What follows belongs to an exercise in optimizing a design on an open flow for small area; a production flow would make more cautious choices.
Where RTL was checked, it was by simulation tests only, not by an equivalence proof against the original.
Power and IR drop assume default switching activity.

// dpram_be
module dpram_be
#(
   parameter int LOG2_L   = 4,
   parameter int W_BYTES  = 16,
   parameter int RD_REG   = 1,
   parameter int WR_FIRST = 1
) (
   input  logic                       clk,
   input  logic                       rst_n,
   output logic                       ready,
   input  logic                       we,
   input  logic [W_BYTES-1:0]         wbe,
   input  logic [LOG2_L-1:0]          d_a,
   input  dpram_pkg::byte_t [W_BYTES-1:0] d,
   input  logic                       re,
   input  logic [LOG2_L-1:0]          q_a,
   output dpram_pkg::byte_t [W_BYTES-1:0] q,
   output logic                       q_valid
);
clock: 4.0 ns
lec_check: 0
cap_margin: 10
core_margin: 2
core_utilization: 50
gpl_timing_driven: 0
slew_margin: 10
synth_hierarchical: 1
standard.sh (not shown) runs the stock make flow with config.mk's settings and CLKGATE_MAP_FILE= SYNTH_SCRIPT=/design/flow/synth_recipe.tcl, a recipe that flattens the netlist after the stock synthesis.
==> flow/flow/run.sh <==
#!/bin/bash
# Layout flow: the standard ORFS flow (standard.sh: unchanged synthesis, floorplan,
# power grid, placement, routing), with two changes made through ORFS's own variables:
#  - buffer_ports puts the smallest buffer, buf_1, on each input and output port;
#  - clock tree synthesis clusters up to 30 sinks within 80 um under each clkbuf_16
#    and inserts no dummy loads.
# make's full output goes to standard_flow.log; ORFS's per-step logs stay under orfs/logs.
set -euo pipefail
export BUFFER_PORTS_ARGS="-buffer_cell sky130_fd_sc_hd__buf_1"
export CTS_ARGS="-sink_clustering_enable -repair_clock_nets -sink_clustering_size 30 -sink_clustering_max_diameter 80 -buf_list sky130_fd_sc_hd__clkbuf_16 -dont_use_dummy_load"
bash standard.sh > standard_flow.log 2>&1
The first run finished with setup timing left.
Then changed:
Settings changed: CAP_MARGIN 10 to 15, CORE_UTILIZATION 50 to 55, SLEW_MARGIN 10 to 15.
Result: The new run reached the layout checks and failed them: setup timing. Setup slack improved by 16 ps. Cell area came out lower by 0.52%. Power came out lower by 2.0%. Synthesized cell count stays the same. Via count came out lower by 0.90%. Hold slack improved by 94 ps. Sequential cell count stays the same. Sequential share of layout area came out higher by 0.40 points.

* * *

Setup of the baseline:
dpram_be, a different RTL version from the one above (not shown whole).
For scale: ~4100 cells after synthesis, about 2200 flip-flops, ~77000 µm² of cells after synthesis.
clock: 4.0 ns
lec_check: 0
cap_margin: 10
core_margin: 2
core_utilization: 50
gpl_timing_driven: 0
setup_slack_margin: 0.2
slew_margin: 10
synth_hierarchical: 1
Scripts as last shown in full above: flow/flow/run.sh
Setup changes, the baseline to the candidate
- SETUP_SLACK_MARGIN: 0.2 -> 0.35
Findings:
The candidate went all the way through the flow, and no timing, DRC or antenna check failed.
Width of the chip came out exactly the same in the baseline and the candidate.
Comparing the baseline against the candidate, there is no change at all in TritonCTS buffer count.
Taking the baseline as the reference, in the candidate finished layout cell area barely changed; clock latency of the later-clocked register in the worst-skew pair barely changed; net switching component of the power barely changed; non-clock buffer count barely changed.

* * *

Another version of the RTL of dpram_be (not shown whole).
Size: ~4000 cells after synthesis, about 2200 flip-flops, about 77000 um^2 of cells after synthesis.
clock: 4.0 ns
lec_check: 0
cap_margin: 5
core_margin: 2
core_utilization: 50
cts_buf_list: sky130_fd_sc_hd__clkbuf_16
cts_cluster_diameter: 100
cts_cluster_size: 25
gpl_timing_driven: 0
slew_margin: 5
synth_hierarchical: 1
==> flow/flow/run.sh <==
#!/bin/bash
# Layout flow: the standard ORFS flow (standard.sh, unchanged synthesis and
# steps), except that buffer_ports puts the smallest buffer, buf_1, on each port.
# make's full output goes to standard_flow.log; ORFS's per-step logs stay under orfs/logs.
set -euo pipefail
export BUFFER_PORTS_ARGS="-buffer_cell sky130_fd_sc_hd__buf_1"
bash standard.sh > standard_flow.log 2>&1
The starting point completed without violations.
Edit:
==> flow/run.sh (new file) <==
#!/bin/bash
# synth_recipe.tcl (not shown) runs the flow's synth.tcl, then flattens the netlist and writes it again
# the make line also repeats each setting of config.mk as NAME=value (left out here)
make -C /OpenROAD-flow-scripts/flow DESIGN_CONFIG=/design/flow/config.mk WORK_HOME=/design/flow/orfs CLKGATE_MAP_FILE= SYNTH_SCRIPT=/design/flow/synth_recipe.tcl finish
removed: flow/flow/run.sh
removed: flow/standard.sh
Outcome: Clock skew came out higher by 0.011 ns. Routed wire length came out higher by 1.1%. Setup slack improves by 0.15 ns. Synthesized cell count does not change. Total power came out higher by 0.63%. Cell area came out higher by 2.1%. Area after synthesis stays the same. Global-route usage came out higher by 0.29 points. Worst hold slack improves by 0.13 ns. Clock power is about the same. Register-to-register slack degrades by 0.13 ns.

* * *

Another version of the RTL of dpram_be (not shown whole).
For scale: ~2,200 flip-flops, roughly 290 I/O pins, roughly 85,000 µm² of cells after synthesis.
==> flow/config.mk <==
export PLATFORM = sky130hd
export DESIGN_NAME = dpram_be
export DESIGN_NICKNAME = dpram_be
export VERILOG_FILES = /design/flow/design.v
export SDC_FILE = /design/flow/constraint.sdc
export NUM_CORES = 4
export LEC_CHECK = 0
export CAP_MARGIN = 20
export CORE_MARGIN = 2
export CORE_UTILIZATION = 40
export SLEW_MARGIN = 20
==> flow/constraint.sdc <==
create_clock -name core_clock -period 4.0 [get_ports {clk}]
set_input_delay 0.8000 -clock core_clock [delete_from_list [all_inputs] [get_ports {clk}]]
set_output_delay 0.8000 -clock core_clock [all_outputs]
set_load 0.01 [all_outputs]
run.sh (not shown) runs the stock make flow with config.mk's settings and CLKGATE_MAP_FILE= SYNTH_SCRIPT=/design/flow/synth_recipe.tcl, a recipe that flattens the netlist after the stock synthesis.
Stock flow here: none of the scripts above is used.
Next try:
Settings changed: CTS_BUF_LIST set to sky130_fd_sc_hd__clkbuf_4 sky130_fd_sc_hd__clkbuf_8.
After rerunning:
- The new run finished with timing, DRC and antenna clean
- worst hold slack loses 97 ps
- design area hardly moves
- critical path depth does not change
- sequential cell count stays the same
- routed wire length grows slightly
- total power shrinks by a few percent
- setup slack loses 160 ps
- clock-buffer cell count grows by 250
- clock skew grows by 36 ps
- maximum frequency shrinks by a few percent
No run of this note included a check of the RTL's function; only the layout flow was run.

## afterwards: timing with drivers on the ports
How much do the figures lean on ideal ports? The routed layouts below were timed once more, with nothing changed but the port constraints. Step 1, drivers: a clkbuf_16 drives clk and a buf_2 each remaining input, both assumed. Step 2, shift: input delay + t, output delay - t, t = (earliest + latest rising clock arrival at the registers) / 2. This alone moves slack from input paths to output paths. a / b / c = ideal / step 1 / step 2; a / b = the first two.
run	t (ns)	setup slack, ns	cell pins on the clock port's net
the first run of note 1	0.820	-0.026 / -0.026 / -0.788	1
the second run of note 1	0.788	-0.010 / -0.010 / -0.713	1
the baseline	0.797	0.498 / 0.498 / -0.227	1
the candidate	0.797	0.498 / 0.498 / -0.227	1
the first run of note 3	0.811	0.160 / 0.018 / -0.793	1
the second run of note 3	0.805	0.307 / 0.217 / -0.588	1
the first run of note 4	0.941	0.620 / 0.528 / -0.156	1
the second run of note 4	1.103	0.465 / 0.381 / -0.151	1
Met with ideal ports but missed after step 2: setup timing in 6 of these runs. The setup slack of the first run of note 3, which loses most, moves by -0.142 ns with the drivers and by -0.953 ns with both steps.
